This is an optimization exercise on Yosys and OpenROAD, whose aim is small area, a short achievable clock period and few clock cycles, not a production implementation.
Function was not checked in any run shown here: the RTL went through the layout flow alone.
Power figures rest on the tool's default switching activity, not on a simulated workload.

==> flow/design.v <==
package ppm_p6_pkg;
    localparam logic [2:0] KIND_PIXEL        = 3'd0;
    localparam logic [2:0] KIND_HEADER       = 3'd1;
    localparam logic [2:0] KIND_FORMAT_ERROR = 3'd2;
    localparam logic [2:0] KIND_SIZE_ERROR   = 3'd3;
    localparam logic [2:0] KIND_TRUNCATED    = 3'd4;
    localparam logic [2:0] KIND_DONE         = 3'd5;
    localparam logic [1:0] PH_SKIP   = 2'd0;
    localparam logic [1:0] PH_TOKEN  = 2'd1;
    localparam logic [1:0] PH_PIXELS = 2'd2;
    localparam logic [1:0] PH_FIN    = 2'd3;
    localparam logic [1:0] MAGIC_NONE = 2'd0;
    localparam logic [1:0] MAGIC_P    = 2'd1;
    localparam logic [1:0] MAGIC_P6   = 2'd2;
    localparam logic [1:0] MAGIC_BAD  = 2'd3;
    localparam logic [7:0] CHAR_P     = 8'h50;
    localparam logic [7:0] CHAR_SIX   = 8'h36;
    localparam logic [7:0] CHAR_HASH  = 8'h23;
    localparam logic [7:0] CHAR_NL    = 8'h0A;
    localparam logic [7:0] CHAR_MINUS = 8'h2D;
    localparam logic [7:0] CHAR_PLUS  = 8'h2B;
endpackage
import ppm_p6_pkg::*;
module ppm_p6_stream_decoder
(
    input  logic        clk,
    input  logic        rst_n,
    input  logic        in_valid,
    output logic        in_stall,
    input  logic [7:0]  in_byte,
    input  logic        in_eos,
    output logic        out_valid,
    input  logic        out_stall,
    output logic [2:0]  out_kind,
    output logic [7:0]  out_red,
    output logic [7:0]  out_green,
    output logic [7:0]  out_blue,
    output logic [15:0] out_column,
    output logic [15:0] out_row,
    output logic [15:0] out_width,
    output logic [15:0] out_height,
    output logic        out_last,
    input  logic        cfg_write,
    input  logic        cfg_index,
    input  logic [15:0] cfg_data
);
    logic [15:0] max_width_reg;
    logic [15:0] max_height_reg;
    always_ff @(posedge clk or negedge rst_n)
    begin
        if (!rst_n)
        begin
            max_width_reg  <= 16'hFFFF;
            max_height_reg <= 16'hFFFF;
        end
        else if (cfg_write)
        begin
            if (cfg_index)
                max_height_reg <= cfg_data;
            else
                max_width_reg  <= cfg_data;
        end
    end
    logic        ir_v;
    logic [7:0]  ir_b;
    logic        ir_eos;
    logic        ir_ns;         
    logic        ir_wbad;       
    logic        ir_hbad;
    logic        stall_reg;
    logic [1:0]  phase_reg;
    logic [1:0]  tok_reg;
    logic        comment_reg;
    logic [1:0]  magic_reg;
    logic [15:0] acc_reg;
    logic        ovf_reg;
    logic        digit_reg;
    logic        neg_reg;
    logic        stop_reg;
    logic        fmt_bad_reg;
    logic        size_bad_reg;
    logic [15:0] width_reg;
    logic [15:0] height_reg;
    logic [1:0]  comp_reg;
    logic [7:0]  red_reg;
    logic [7:0]  green_reg;
    logic [15:0] col_reg;
    logic [15:0] row_reg;
    logic        col_last_reg;
    logic        row_last_reg;
    logic        s_v;
    logic [2:0]  s_kind;
    logic        s_dbl;
    logic [23:0] s_rgb;
    logic        s_eol;
    logic        o_v;
    logic [2:0]  o_kind;
    logic        o_dbl;
    logic        o_last;
    logic [23:0] o_rgb;
    logic [15:0] o_col;
    logic [15:0] o_row;
    logic [15:0] o_w;
    logic [15:0] o_h;
    logic        o_eol;
    logic [7:0]  c;
    logic        is_ws, is_hash, is_sep, is_digit;
    logic        pen;
    assign c        = ir_b;
    assign is_hash  = (c == CHAR_HASH);
    assign is_ws    = (c == 8'h20) || (c >= 8'h09 && c <= 8'h0D);
    assign is_sep   = is_ws || is_hash;
    assign is_digit = (c[7:4] == 4'h3) && (c[3:0] <= 4'd9);
    assign pen      = ir_v && !stall_reg;
    logic [15:0] acc_mul;
    logic        acc_big;
    assign acc_mul = (acc_reg << 3) + (acc_reg << 1) + {12'd0, c[3:0]};
    assign acc_big = (acc_reg > 16'd6553) || (acc_reg == 16'd6553 && c[3:0] > 4'd5);
    logic        hdr_fmt;
    logic        hdr_size;
    assign hdr_fmt  = (magic_reg != MAGIC_P6) || fmt_bad_reg || !digit_reg || neg_reg ||
                      ovf_reg || (acc_reg != 16'd255);
    assign hdr_size = size_bad_reg || ir_wbad || ir_hbad;
    logic [1:0]  phase_n;
    logic [1:0]  tok_n;
    logic        comment_n;
    logic [1:0]  magic_n;
    logic [15:0] acc_n;
    logic        ovf_n, digit_n, neg_n, stop_n;
    logic        fmt_bad_n, size_bad_n;
    logic [15:0] width_n, height_n;
    logic [1:0]  comp_n;
    logic [7:0]  red_n, green_n;
    logic [15:0] col_n, row_n;
    logic        r_v;
    logic [2:0]  r_kind;
    logic        r_dbl;
    logic [23:0] r_rgb;
    logic        r_eol;
    always_comb
    begin
        phase_n    = phase_reg;
        tok_n      = tok_reg;
        comment_n  = comment_reg;
        magic_n    = magic_reg;
        acc_n      = acc_reg;
        ovf_n      = ovf_reg;
        digit_n    = digit_reg;
        neg_n      = neg_reg;
        stop_n     = stop_reg;
        fmt_bad_n  = fmt_bad_reg;
        size_bad_n = size_bad_reg;
        width_n    = width_reg;
        height_n   = height_reg;
        comp_n     = comp_reg;
        red_n      = red_reg;
        green_n    = green_reg;
        col_n      = col_reg;
        row_n      = row_reg;
        r_v        = 1'b0;
        r_kind     = KIND_FORMAT_ERROR;
        r_dbl      = 1'b0;
        r_rgb      = 24'd0;
        r_eol      = col_last_reg;
        if (ir_eos)
        begin
            case (phase_reg)
                PH_SKIP:
                begin
                    r_v    = 1'b1;
                    r_kind = KIND_FORMAT_ERROR;
                end
                PH_TOKEN:
                begin
                    r_v = 1'b1;
                    if (tok_reg != 2'd3 || hdr_fmt)
                        r_kind = KIND_FORMAT_ERROR;
                    else if (hdr_size)
                        r_kind = KIND_SIZE_ERROR;
                    else
                    begin
                        r_kind = KIND_HEADER;
                        r_dbl  = 1'b1;
                    end
                end
                PH_PIXELS:
                begin
                    r_v    = 1'b1;
                    r_kind = KIND_TRUNCATED;
                end
                default:
                begin
                end
            endcase
            phase_n    = PH_SKIP;
            tok_n      = 2'd0;
            comment_n  = 1'b0;
            magic_n    = MAGIC_NONE;
            acc_n      = 16'd0;
            ovf_n      = 1'b0;
            digit_n    = 1'b0;
            neg_n      = 1'b0;
            stop_n     = 1'b0;
            fmt_bad_n  = 1'b0;
            size_bad_n = 1'b0;
            comp_n     = 2'd0;
        end
        else
        begin
            case (phase_reg)
                PH_SKIP, PH_TOKEN:
                begin
                    if (phase_reg == PH_SKIP && comment_reg)
                    begin
                        if (c == CHAR_NL)
                            comment_n = 1'b0;
                    end
                    else if (phase_reg == PH_SKIP && is_hash)
                        comment_n = 1'b1;
                    else if (is_sep)
                    begin
                        if (phase_reg == PH_TOKEN)
                        begin
                            acc_n   = 16'd0;
                            ovf_n   = 1'b0;
                            digit_n = 1'b0;
                            neg_n   = 1'b0;
                            stop_n  = 1'b0;
                            if (tok_reg == 2'd1 || tok_reg == 2'd2)
                            begin
                                if (!digit_reg)
                                    fmt_bad_n = 1'b1;
                                if (neg_reg || ovf_reg)
                                    size_bad_n = 1'b1;
                                if (tok_reg == 2'd1)
                                    width_n = acc_reg;
                                else
                                    height_n = acc_reg;
                            end
                            if (tok_reg == 2'd3)
                            begin
                                r_v = 1'b1;
                                if (hdr_fmt)
                                begin
                                    r_kind  = KIND_FORMAT_ERROR;
                                    phase_n = PH_FIN;
                                end
                                else if (hdr_size)
                                begin
                                    r_kind  = KIND_SIZE_ERROR;
                                    phase_n = PH_FIN;
                                end
                                else
                                begin
                                    r_kind  = KIND_HEADER;
                                    phase_n = PH_PIXELS;
                                    col_n   = 16'd0;
                                    row_n   = 16'd0;
                                    comp_n  = 2'd0;
                                    if (is_hash)
                                    begin
                                        red_n  = c;
                                        comp_n = 2'd1;
                                    end
                                end
                            end
                            else
                            begin
                                tok_n     = tok_reg + 2'd1;
                                phase_n   = PH_SKIP;
                                comment_n = is_hash;
                            end
                        end
                    end
                    else
                    begin
                        phase_n = PH_TOKEN;
                        if (tok_reg == 2'd0)
                        begin
                            if (phase_reg == PH_SKIP)
                                magic_n = (c == CHAR_P) ? MAGIC_P : MAGIC_BAD;
                            else
                                magic_n = (magic_reg == MAGIC_P && c == CHAR_SIX) ? MAGIC_P6 : MAGIC_BAD;
                        end
                        if (phase_reg == PH_SKIP && c == CHAR_MINUS)
                            neg_n = 1'b1;
                        else if (phase_reg == PH_SKIP && c == CHAR_PLUS)
                        begin
                        end
                        else if (!stop_reg)
                        begin
                            if (is_digit)
                            begin
                                acc_n   = acc_mul;
                                ovf_n   = ovf_reg || acc_big;
                                digit_n = 1'b1;
                            end
                            else
                                stop_n = 1'b1;
                        end
                    end
                end
                PH_PIXELS:
                begin
                    case (comp_reg)
                        2'd0:
                        begin
                            red_n  = c;
                            comp_n = 2'd1;
                        end
                        2'd1:
                        begin
                            green_n = c;
                            comp_n  = 2'd2;
                        end
                        default:
                        begin
                            comp_n = 2'd0;
                            r_v    = 1'b1;
                            r_kind = KIND_PIXEL;
                            r_rgb  = {red_reg, green_reg, c};
                            if (col_last_reg)
                            begin
                                col_n = 16'd0;
                                row_n = row_reg + 16'd1;
                                if (row_last_reg)
                                begin
                                    phase_n = PH_FIN;
                                    r_dbl   = 1'b1;
                                end
                            end
                            else
                                col_n = col_reg + 16'd1;
                        end
                    endcase
                end
                default:
                begin
                end
            endcase
        end
    end
    logic [1:0]  phase_d;
    logic [1:0]  comp_d;
    logic        in_sep;
    logic        ns_new;
    assign phase_d = pen ? phase_n : phase_reg;
    assign comp_d  = pen ? comp_n : comp_reg;
    assign in_sep  = (in_byte == 8'h20) || (in_byte >= 8'h09 && in_byte <= 8'h0D) ||
                     (in_byte == CHAR_HASH);
    assign ns_new  = in_eos || (phase_d == PH_TOKEN && in_sep) ||
                     (phase_d == PH_PIXELS && comp_d == 2'd2);
    logic        take;
    logic        o_free;
    logic        r_put;
    logic        o_load;
    logic        s_v_n;
    logic        e_from_s;
    logic [2:0]  e_kind;
    logic        e_dbl;
    logic [23:0] e_rgb;
    logic        e_eol;
    assign take     = o_v && !out_stall;
    assign o_free   = !o_v || (take && !o_dbl);
    assign r_put    = pen && r_v;
    assign e_from_s = s_v;
    assign o_load   = o_free && (s_v || r_put);
    assign e_kind   = e_from_s ? s_kind : r_kind;
    assign e_dbl    = e_from_s ? s_dbl  : r_dbl;
    assign e_rgb    = e_from_s ? s_rgb  : r_rgb;
    assign e_eol    = e_from_s ? s_eol  : r_eol;
    assign s_v_n    = (s_v && !o_free) || (r_put && !(o_free && !s_v));
    logic in_fire;
    logic ir_v_n;
    logic ns_d;
    assign in_fire = in_valid && !stall_reg;
    assign ir_v_n  = in_fire || (ir_v && !pen);
    assign ns_d    = in_fire ? ns_new : ir_ns;
    always_ff @(posedge clk or negedge rst_n)
    begin
        if (!rst_n)
        begin
            ir_v      <= 1'b0;
            stall_reg <= 1'b0;
            s_v       <= 1'b0;
            o_v       <= 1'b0;
            o_dbl     <= 1'b0;
        end
        else
        begin
            ir_v      <= ir_v_n;
            stall_reg <= ir_v_n && ns_d && s_v_n;
            s_v       <= s_v_n;
            if (o_load)
            begin
                o_v   <= 1'b1;
                o_dbl <= e_dbl;
            end
            else if (take)
            begin
                o_v   <= o_dbl;
                o_dbl <= 1'b0;
            end
        end
    end
    always_ff @(posedge clk)
    begin
        if (!stall_reg)
        begin
            ir_b    <= in_byte;
            ir_eos  <= in_eos;
            ir_ns   <= ns_new;
            ir_wbad <= (width_reg == 16'd0) || (width_reg > max_width_reg);
            ir_hbad <= (height_reg == 16'd0) || (height_reg > max_height_reg);
        end
        if (r_put && !(o_free && !s_v))
        begin
            s_kind <= r_kind;
            s_dbl  <= r_dbl;
            s_rgb  <= r_rgb;
            s_eol  <= r_eol;
        end
        if (o_load)
        begin
            o_kind <= e_kind;
            o_last <= !e_dbl;
            o_rgb  <= e_rgb;
            o_eol  <= e_eol;
            if (e_kind == KIND_PIXEL && o_kind == KIND_PIXEL)
            begin
                o_col <= o_eol ? 16'd0 : o_col + 16'd1;
                o_row <= o_eol ? o_row + 16'd1 : o_row;
            end
            else
            begin
                o_col <= 16'd0;
                o_row <= 16'd0;
            end
            o_w <= (e_kind == KIND_HEADER) ? width_reg  : 16'd0;
            o_h <= (e_kind == KIND_HEADER) ? height_reg : 16'd0;
        end
        else if (take && o_dbl)
        begin
            o_kind <= (o_kind == KIND_PIXEL) ? KIND_DONE : KIND_TRUNCATED;
            o_last <= 1'b1;
            o_rgb  <= 24'd0;
            o_col  <= 16'd0;
            o_row  <= 16'd0;
            o_w    <= 16'd0;
            o_h    <= 16'd0;
        end
    end
    always_ff @(posedge clk or negedge rst_n)
    begin
        if (!rst_n)
        begin
            phase_reg    <= PH_SKIP;
            tok_reg      <= 2'd0;
            comment_reg  <= 1'b0;
            magic_reg    <= MAGIC_NONE;
            acc_reg      <= 16'd0;
            ovf_reg      <= 1'b0;
            digit_reg    <= 1'b0;
            neg_reg      <= 1'b0;
            stop_reg     <= 1'b0;
            fmt_bad_reg  <= 1'b0;
            size_bad_reg <= 1'b0;
            comp_reg     <= 2'd0;
        end
        else if (pen)
        begin
            phase_reg    <= phase_n;
            tok_reg      <= tok_n;
            comment_reg  <= comment_n;
            magic_reg    <= magic_n;
            acc_reg      <= acc_n;
            ovf_reg      <= ovf_n;
            digit_reg    <= digit_n;
            neg_reg      <= neg_n;
            stop_reg     <= stop_n;
            fmt_bad_reg  <= fmt_bad_n;
            size_bad_reg <= size_bad_n;
            comp_reg     <= comp_n;
        end
    end
    always_ff @(posedge clk)
    begin
        if (pen)
        begin
            width_reg  <= width_n;
            height_reg <= height_n;
            red_reg    <= red_n;
            green_reg  <= green_n;
            col_reg    <= col_n;
            row_reg    <= row_n;
        end
        col_last_reg <= (col_reg + 16'd1 == width_reg);
        row_last_reg <= (row_reg + 16'd1 == height_reg);
    end
    assign in_stall   = stall_reg;
    assign out_valid  = o_v;
    assign out_kind   = o_kind;
    assign out_red    = o_rgb[23:16];
    assign out_green  = o_rgb[15:8];
    assign out_blue   = o_rgb[7:0];
    assign out_column = o_col;
    assign out_row    = o_row;
    assign out_width  = o_w;
    assign out_height = o_h;
    assign out_last   = o_last;
endmodule
module ppm_p6_top
(
    input  logic        clk,
    input  logic        rst_n,
    input  logic        in_valid,
    output logic        in_stall,
    input  logic [7:0]  in_byte,
    input  logic        in_eos,
    output logic        out_valid,
    input  logic        out_stall,
    output logic [2:0]  out_kind,
    output logic [7:0]  out_red,
    output logic [7:0]  out_green,
    output logic [7:0]  out_blue,
    output logic [15:0] out_column,
    output logic [15:0] out_row,
    output logic [15:0] out_width,
    output logic [15:0] out_height,
    output logic        out_last,
    input  logic        cfg_write,
    input  logic        cfg_index,
    input  logic [15:0] cfg_data
);
    ppm_p6_stream_decoder u_dec (
        .clk        (clk),
        .rst_n      (rst_n),
        .in_valid   (in_valid),
        .in_stall   (in_stall),
        .in_byte    (in_byte),
        .in_eos     (in_eos),
        .out_valid  (out_valid),
        .out_stall  (out_stall),
        .out_kind   (out_kind),
        .out_red    (out_red),
        .out_green  (out_green),
        .out_blue   (out_blue),
        .out_column (out_column),
        .out_row    (out_row),
        .out_width  (out_width),
        .out_height (out_height),
        .out_last   (out_last),
        .cfg_write  (cfg_write),
        .cfg_index  (cfg_index),
        .cfg_data   (cfg_data)
    );
endmodule
==> flow/run.sh <==
#!/bin/bash
# synth_recipe.tcl (not shown) runs the flow's synth.tcl, then flattens the netlist and writes it again
# the make line also repeats each setting of config.mk as NAME=value (left out here)
make -C /OpenROAD-flow-scripts/flow DESIGN_CONFIG=/design/flow/config.mk WORK_HOME=/design/flow/orfs CLKGATE_MAP_FILE= SYNTH_SCRIPT=/design/flow/synth_recipe.tcl finish
==> flow/config.mk <==
export PLATFORM = sky130hd
export DESIGN_NAME = ppm_p6_top
export DESIGN_NICKNAME = ppm_p6_top
export VERILOG_FILES = /design/flow/design.v
export SDC_FILE = /design/flow/constraint.sdc
export NUM_CORES = 4
export LEC_CHECK = 0
export CAP_MARGIN = 20
export CORE_MARGIN = 2
export CORE_UTILIZATION = 40
export PLACE_DENSITY = 0.6
export SLEW_MARGIN = 20
==> flow/constraint.sdc <==
create_clock -name core_clock -period 5.0 [get_ports {clk}]
set_input_delay 1.0000 -clock core_clock [delete_from_list [all_inputs] [get_ports {clk}]]
set_output_delay 1.0000 -clock core_clock [all_outputs]
set_load 0.01 [all_outputs]
==> notes.md, run 1 <==
The flow ran to the end and the layout has no timing, DRC or antenna violations. The startpoint identified for the worst register-to-register timing path is u_dec.phase_reg[1]. The number of buffers and inverters on the critical path came out at 2.

The final wirelength is 33.2 mm. Of the available clock period, the critical path in the final layout requires 0.800. The count of max-cap constraint violations is 0.

The TritonCTS buffer count is 31. By count the netlist is led by sky130_fd_sc_hd__edfxtp_1, sky130_fd_sc_hd__nor2_1, sky130_fd_sc_hd__ha_1. The residual antenna-violating net count after detailed routing came out at 0. Summing all non-filler instances in the final layout gives an area of about 17000 sq um. Gates resized during post-CTS repair numbered 0. The first-pass GRT wire length is 53.1 mm.

The die outline width is 195 um. Entering global routing, the biggest net connects 42 pins. Ranked by total cell area, the synthesized netlist is headed by sky130_fd_sc_hd__edfxtp_1, sky130_fd_sc_hd__dfrtp_1, sky130_fd_sc_hd__ha_1, sky130_fd_sc_hd__dfstp_2, sky130_fd_sc_hd__xor2_1.

The instance area after placement came out at 16300 sq um. The headroom to the max-slew limit is 0.429. Yosys mapped a number of flops with a built-in enable equal to roughly 210. The number of design-rule violations left by the first detailed-router iteration came out at between 600 and 700. The number of setup violations in the final report is 0. The mean routed wirelength per cell came out at between 15 and 20 um. Setup repair after global routing left no endpoint under its margin.

The kind of critical path is reg -> reg. The class of the tightest hold or removal check is in -> async. The detailed placement HPWL came out at about 24 mm. The final hold slack came out at between 0.4 and 0.5 ns.

Setup slack on the worst reg-to-reg path comes out at 1.0 ns. The quantity of hold-fixing buffers added after cts came out at 0. The post-layout net count came out at 1454.

The number of I/O port buffers came out at approximately 120. The sequential cell area fraction in the yosys report came out at 0.564. The synthesized instance count is ~1200.

The worst path arrival time came out at 4.21 ns. The H-tree depth is 1. The pre-CTS worst setup slack came out at 0.991 ns. The transition time of the tightest slew-check pin is about 0.86 ns.

The setup fix buffers added after clock tree synthesis came out at 0. In the final layout, the registers with the most flip-flops are u_dec.o_rgb x24, u_dec.s_rgb x24. The async set-reset flop share out of synthesis came out at 0.239. In this run the critical register-to-register path is captured at u_dec.o_row[12]. The root buffer selected by CTS is sky130_fd_sc_hd__clkbuf_16. The worst setup path is launched from a flip-flop. The area added between synthesis and finish is 19.2%. In the final layout, flip-flops and latches occupy 8210 sq um. The effective utilization at floorplan is 0.408. The worst clock skew on the final layout came out at approximately 0.0099 ns.

The synthesis warning total is 1. Among all stages on the critical path, the largest delay is contributed by sky130_fd_sc_hd__o21a_1. Grouping stages by cell kind, the critical path spends the most delay in simple AND/OR/NAND/NOR gates. The logic depth of the worst register-to-register path came out at 11. The number of synthesized register bits came out at roughly 280. The routed layout has between 9000 and 10000 vias.

The proportion of netlist area held by the largest area contributor came out at 0.442. The biggest area contributor in the post-synthesis netlist is sky130_fd_sc_hd__edfxtp_1. The total overflow reported by the global router is 0. The power density normalized to cell area is ~320 nW/um^2. The final-report max-slew violation count is 0. The achievable frequency came out at 250 MHz.

The footprint of the multi-input gates is 5950 sq um. Setup slack closes at roughly 1 ns. The hold violation total from the final report is 0. The clock latency at the later pin of the worst-skew pair is approximately 0.56 ns. Routability-driven placement finished with a final weighted congestion of roughly 0.87. The net count after synthesis is between 1000 and 1500. The worst stage delay on the critical path is 0.47 ns. At the end of the flow the core is filled with cells to 0.486. The core region area is ~36000 sq um.

The global routing usage summed across all routing layers is 0.174. The fraction of layout instances using a drive strength above 1 came out at 0.114. The floorplan has about 70 rows. The number of antenna violations at the first check in global routing is 0. The via count of the first global-routing pass came out at around 9600. The maximum count of clock buffers along a single path is 3. TritonCTS built the clock tree. The total negative slack for setup checks is 0 ns. The worst setup path is captured at a flip-flop. The count of TritonRoute iterations in the first routing pass is 5. Among all flip-flop cells after synthesis, the most frequent one is sky130_fd_sc_hd__edfxtp_1. The leakage power is 0.00647 uW.

Among all cell types in the netlist, the one instantiated most often is sky130_fd_sc_hd__edfxtp_1. The cell area after synthesis came out at 14500 sq um. The die covers around 38000 sq um. The fill cell total of the finished layout is 3171. The number of top-level pins is between 100 and 150. In this run, distinct cell masters in the synthesized netlist total 74. The minimum period implied by the final worst setup slack came out at 4.00 ns. The worst-case IR drop observed on VDD is 0.000229 V. The worst path required time is approximately 5.2 ns.

The clock net in this run drives a total of ~280 sinks. The height of the die came out at 195 um. The residual DRC count is 0. Traced cell by cell, the critical path runs through inv_1 -> ha_1 -> and2_1 -> and4_1 -> and3_1 -> a32oi_1 -> o31ai_2 -> o2111ai_2 -> or3_1 -> buf_4 -> o21a_1.

The average size of a mapped cell came out at 11.9 sq um. After detailed routing, the number of vias per cell comes to 5.33. The total inserted antenna cells is 0. The clock edge transition at the registers on the reported setup and hold paths came out at roughly 0.060 ns. Of all nets on the critical path, the largest fanout is 33.
-- per-stage QoR --
stage / power, uW / instances
2_1_floorplan: 3130 / 1223
3_3_place_gp: 3370 / 1779
3_5_place_dp: 3380 / 1779
4_1_cts: 5630 / 1837
5_1_grt: 5790 / 1837
6_report: 5570 / 1837
-- how the worst max path moves through the flow --
stage / start / endpoint / slack, ns / depth (start not counted)
2_1_floorplan: u_dec.ir_b[4] / u_dec.o_row[0] / 0.37 / 9
3_3_place_gp: u_dec.phase_reg[1] / u_dec.o_row[14] / 1.10 / 11
3_5_place_dp: u_dec.phase_reg[1] / u_dec.o_row[14] / 0.99 / 11
4_1_cts: u_dec.phase_reg[1] / u_dec.o_row[12] / 0.96 / 11
5_1_grt: u_dec.phase_reg[1] / u_dec.o_row[12] / 0.65 / 11
6_report: u_dec.phase_reg[1] / u_dec.o_row[12] / 1.0 / 11
-- cell usage in the layout (no fill, tap or decap), types with 12 or more instances in the layout --
cell,n
sky130_fd_sc_hd__ha_1,70
sky130_fd_sc_hd__and2_1,63
sky130_fd_sc_hd__nand3_1,42
sky130_fd_sc_hd__a21oi_1,30
sky130_fd_sc_hd__nor3_2,15
sky130_fd_sc_hd__nand2_1,66
sky130_fd_sc_hd__and3_1,19
sky130_fd_sc_hd__edfxtp_1,214
sky130_fd_sc_hd__dfrtp_1,35
sky130_fd_sc_hd__o21ai_0,43
sky130_fd_sc_hd__nor4_1,15
sky130_fd_sc_hd__xor2_1,55
sky130_fd_sc_hd__mux2i_1,26
sky130_fd_sc_hd__buf_4,15
sky130_fd_sc_hd__inv_1,63
sky130_fd_sc_hd__nor3_1,24
sky130_fd_sc_hd__nand4_1,25
sky130_fd_sc_hd__clkbuf_16,32
sky130_fd_sc_hd__dfstp_2,32
sky130_fd_sc_hd__nor2_1,96
sky130_fd_sc_hd__xnor2_1,47
sky130_fd_sc_hd__a21o_1,12
sky130_fd_sc_hd__nor2b_1,27
sky130_fd_sc_hd__clkdlybuf4s50_1,123
sky130_fd_sc_hd__a22o_1,16
sky130_fd_sc_hd__mux2_2,20
-- final cells by class --
cell class / instances / area share
sequential: 284 / 0.474
multi-input combinational: 832 / 0.343
timing repair buffer: 139 / 0.0778
clock buffer: 44 / 0.0511
tap: 461 / 0.0333
inverter: 63 / 0.0136
clock inverter: 14 / 0.00751
-- per-layer routing --
layer	vias up	wire length [um]	track usage
met5	-	0	0
met4	0	547	0.0399
li1	4713	-	-
met1	4812	15600	0.254
met3	41	1660	0.0226
met2	230	15400	0.275
-- power breakdown --
part | switching (uW) | leakage (uW) | internal [uW]
clock network | 909 | 0.000496 | 1330
registers | 87.5 | 0.00291 | 2690
logic | 301 | 0.00307 | 246
-- cells by family (layout without fill, tap and decap cells) --
kind of cell,after synthesis,count (layout),share of synthesized area
AND/OR/NAND/NOR,445,445,0.166
flip-flops,284,284,0.564
AO/OA/AOI/OAI,167,167,0.0820
buffers and inverters,107,260,0.0301
XOR/XNOR,102,102,0.0614
adder cells (fa/ha/maj),72,72,0.0630
multiplexers,46,46,0.0334
==> inputs of run 2 (changes only) <==
--- a/flow/config.mk
+++ b/flow/config.mk
@@ -11,2 +11,3 @@
 export PLACE_DENSITY = 0.6
+export SETUP_SLACK_MARGIN = 2.8
 export SLEW_MARGIN = 20
==> run 2 against run 1 <==
Compared with the run above:
- largest power group unchanged
- flip-flop and latch count is the same
- critical path type unchanged
- setup slack gained 1.0 ns
- critical path depth is 1 lower
==> notes.md, run 2 <==
The net count after synthesis is 1326 (unchanged). The final standard cell count with taps included and fillers excluded came out at 2008 (was 1837). The headroom to the max-slew limit was 0.212 (was 0.429). The async set-reset flop share out of synthesis is 0.239 (unchanged). The number of I/O port buffers came out at 124 (unchanged). The die outline width came to 195 um (unchanged). The minimum setup slack in the final design is 2.02 ns (was 0.998 ns).

The slack of the worst reg-to-reg path came out at 2.02 ns (was 1.0 ns). The logic depth of the worst register-to-register path is 10 (was 11). The core region area is 35700 sq um (unchanged). RSZ-0062 raised after global routing: yes (was no). The cell family with the largest share of critical-path delay is simple AND/OR/NAND/NOR gates (unchanged).

The number of buffers and inverters on the critical path came to 2 (unchanged). The leading cell type in the layout, fill and taps excluded is sky130_fd_sc_hd__edfxtp_1 (unchanged). The residual DRC count came out at 0 (unchanged). The TritonCTS buffer count is 30 (was 31). The worst clock skew on the final layout was 0.0138 ns (was 0.00991 ns). The detailed placement HPWL is 24.1 mm (was 24.0 mm). The minimum period implied by the final worst setup slack is 2.98 ns (was 4.00 ns). Most instantiated cells after synthesis: sky130_fd_sc_hd__edfxtp_1, sky130_fd_sc_hd__nor2_1, sky130_fd_sc_hd__ha_1 (unchanged). The leading register cell type out of synthesis was sky130_fd_sc_hd__edfxtp_1 (unchanged). The cell taking the most area after synthesis is sky130_fd_sc_hd__edfxtp_1 (unchanged). The clock edge transition at the registers on the reported setup and hold paths came out at 0.06 ns (about the same). The transition time of the tightest slew-check pin came out at 1.18 ns (was 0.857 ns). The kind of critical path is reg -> reg (unchanged). The power density normalized to cell area is 291 nW/um^2 (was 321 nW/um^2). The proportion of netlist area held by the largest area contributor is 0.442 (unchanged). The residual antenna-violating net count after detailed routing came out at 0 (unchanged).

The hold violation total from the final report came out at 0 (unchanged). The H-tree depth came to 1 (unchanged). The ratio of final minimum period to clock period is 0.597 (was 0.800). The via count came out at 10886 (was 9796). The largest voltage drop on the vdd net came out at 0.000228 V (was 0.000229 V).

The root buffer selected by CTS is sky130_fd_sc_hd__clkbuf_16 (unchanged). The worst stage delay on the critical path was 0.47 ns (about the same). The instance area after placement came out at 16400 sq um (was 16300 sq um).

The fill cell total of the finished layout came out at 2967 (was 3171). The sequential cell area fraction in the yosys report came to 0.564 (unchanged). The number of top-level pins came to 125 (unchanged).

The first-pass GRT wire length came out at 59.8 mm (was 53.1 mm). Critical path, cell by cell: buf_6 -> nor3b_4 -> a31o_4 -> nand2_4 -> a32oi_2 -> nor3_4 -> mux2_4 -> or3_4 -> buf_12 -> nor3b_1 (was inv_1 -> ha_1 -> and2_1 -> and4_1 -> and3_1 -> a32oi_1 -> o31ai_2 -> o2111ai_2 -> or3_1 -> buf_4 -> o21a_1). The pre-CTS worst setup slack is 1.31 ns (was 0.991 ns). The total negative slack for setup checks came out at 0 ns (unchanged).

The footprint of the multi-input gates came out at 7130 sq um (was 5950 sq um). The combined flip-flop and latch cell area came out at 8220 sq um (was 8210 sq um). The number of synthesized register bits was 284 (unchanged). The CTS tree was done (unchanged). The maximum count of clock buffers along a single path came out at 3 (unchanged). Status: complete, no violations (unchanged). The number of enable-type register cells in the synthesized netlist is 214 (unchanged).

The final weighted congestion in routability-driven placement came out at 0.892 (was 0.872). The fraction of layout instances using a drive strength above 1 came out at 0.343 (was 0.114). The leakage power came to 0.00769 uW (was 0.00647 uW). The count of TritonRoute iterations in the first routing pass is 5 (unchanged). The synthesized instance count is 1223 (unchanged).

The total overflow reported by the global router is 0 (unchanged). The average vias per placed instance is 5.42 (was 5.33). The post-layout net count is 1626 (was 1454). The most repeated cell in the gate-level netlist after synthesis is sky130_fd_sc_hd__edfxtp_1 (unchanged).

The mean routed wirelength per cell is 19.7 um (was 18.1 um). The final core utilization came out at 0.557 (was 0.486). The effective utilization at floorplan is 0.408 (unchanged). The final-report max-slew violation count came to 0 (unchanged). Synth top area cells: sky130_fd_sc_hd__edfxtp_1, sky130_fd_sc_hd__dfrtp_1, sky130_fd_sc_hd__ha_1, sky130_fd_sc_hd__dfstp_2, sky130_fd_sc_hd__xor2_1 (unchanged). The class of the tightest hold or removal check is in -> async (unchanged). The slowest cell on the critical path is sky130_fd_sc_hd__edfxtp_1 (was sky130_fd_sc_hd__o21a_1). The worst path required time came out at 5.39 ns (was 5.20 ns).

The clock latency at the later pin of the worst-skew pair was 0.57 ns (was 0.56 ns). The area of the die is 37900 sq um (unchanged). The number of antenna violations at the first check in global routing is 0 (unchanged). The number of design-rule violations left by the first detailed-router iteration came out at 839 (was 652).

The average size of a mapped cell is 11.9 sq um (unchanged). The cell area after synthesis came out at 14500 sq um (unchanged). The critical path capture point type is a flip-flop (unchanged). The via count of the first global-routing pass came out at 10667 (was 9556). Highest-count cells in the layout ignoring fill and taps: sky130_fd_sc_hd__edfxtp_1, sky130_fd_sc_hd__buf_4, sky130_fd_sc_hd__nor2_1, sky130_fd_sc_hd__nand2_1, sky130_fd_sc_hd__ha_1 (was sky130_fd_sc_hd__edfxtp_1, sky130_fd_sc_hd__clkdlybuf4s50_1, sky130_fd_sc_hd__nor2_1, sky130_fd_sc_hd__ha_1, sky130_fd_sc_hd__nand2_1).

The number of placement rows is 69 (unchanged). The global routing usage summed across all routing layers came out at 0.198 (was 0.174). The launch point of the worst reg-to-reg path is u_dec.ir_b[6] (was u_dec.phase_reg[1]).

The total number of clock tree sinks came to 284 (unchanged). The achievable frequency was 335 MHz (was 250 MHz). The count of max-cap constraint violations was 0 (unchanged). The number of setup violations in the final report came out at 0 (unchanged). The synthesis warning total is 1 (unchanged). The total instance count after detailed placement was 1771 (was 1779).

The worst path arrival time is 3.38 ns (was 4.21 ns). The count of different cell masters after synthesis came to 74 (unchanged). The destination of the worst register-to-register timing path is u_dec.o_col[1] (was u_dec.o_row[12]). The post-route standard cell area excluding fillers is 19900 sq um (was 17300 sq um).

The final wirelength came out at 39.7 mm (was 33.2 mm). The height of the die is 195 um (unchanged). The highest net fanout along the worst path is 12 (was 33). The area added between synthesis and finish is 36.6% (was 19.2%). The maximum number of pins on one net before global-route repair was 41 (was 42). The startpoint type of the worst setup path is a flip-flop (unchanged).

Top Registers: u_dec.o_rgb x24, u_dec.s_rgb x24 (unchanged). The total inserted antenna cells came out at 0 (unchanged).
## run 2: power breakdown
part	internal (uW)	switching, uW	total, uW
registers	2690	83.0	2770
clock network	1270	950	2220
logic	351	426	777
total	4310	1460	5770
## run 2: worst max-delay path by stage
stage	start	end	slack [ns]	cells after the start
3_3_place_gp	out_stall	u_dec.o_col[1]	1.41	6
2_1_floorplan	u_dec.phase_reg[1]	u_dec.o_row[0]	2.13	13
6_report	u_dec.ir_b[6]	u_dec.o_col[1]	2.02	10
4_1_cts	u_dec.ir_b[4]	u_dec.o_col[1]	2.03	10
5_1_grt	u_dec.ir_b[6]	u_dec.o_w[14]	1.86	14
3_5_place_dp	u_dec.phase_reg[0]	u_dec.o_col[1]	1.31	10
## run 2: final cells by class
cell class,count,area share
multi-input combinational,844,0.359
clock inverter,13,0.00674
clock buffer,43,0.0423
inverter,63,0.0122
tap,461,0.0290
sequential,284,0.414
timing repair buffer,300,0.138
## run 2: kinds of logic (layout without fill, tap and decap cells)
group / Yosys count / count (layout) / share of synthesized area
compound gates: 167 / 168 / 0.0820
buf+inv: 107 / 419 / 0.0301
fa+ha+maj: 72 / 72 / 0.0630
simple gates: 445 / 456 / 0.166
flops: 284 / 284 / 0.564
mux: 46 / 46 / 0.0334
xor+xnor: 102 / 102 / 0.0614
## run 2: repair_timing
action                                  in CTS  in global routing
hold buffers                                 0                  0
pin swaps                                   48                 36
endpoints found under the setup margin     468                359
setup buffers                              119                 37
gates resized for setup                    431                129
endpoints found under the hold margin        0                  0
gates cloned                                11                 14
## run 2: metrics by stage
| stage | power (uW) | hold WS, ns |
|---|---|---|
| floorplan | 3150 | 0.440 |
| global placement | 3380 | 0.479 |
| detailed placement | 3390 | 0.494 |
| CTS | 5710 | 0.508 |
| global route | 5980 | 0.527 |
| finish | 5770 | 0.503 |
## run 2: layer usage
metal | share of wire | GRT usage
met1 | 0.45 | 0.279
met2 | 0.48 | 0.325
met3 | 0.051 | 0.0224
met4 | 0.024 | 0.0530
met5 | 0 | 0

-- separate check: timing with driven ports --
The results above use ideal ports. As a check the final layouts listed here were re-extracted and re-timed, cells and wires unchanged. Step 1: set_driving_cell puts a clkbuf_16 on clk and a buf_2 on each other input, an assumption about the parent block. Step 2 moves the port delays by t, midway between the first and last clock arrival at a register: inputs arrive t later, outputs are due t later. That takes back most of the time a late clock gives input paths. Three values: no drivers, after step 1, after step 2; two values: the first two.
| run | t, ns | slack for setup (ns) | worst setup path after step 2 | clock arrival spread, ns |
|---|---|---|---|---|
| run 1 | 0.601 | 0.998 / 0.998 / 0.998 | register to register | 0.010 / 0.011 |
| run 2 | 0.611 | 2.016 / 2.016 / 1.660 | input to register | 0.015 / 0.015 |
After both steps setup and hold are still met in every run listed. For run 2, which loses most, drivers alone change the setup slack by 0.000 ns; drivers and shift together by -0.356 ns.
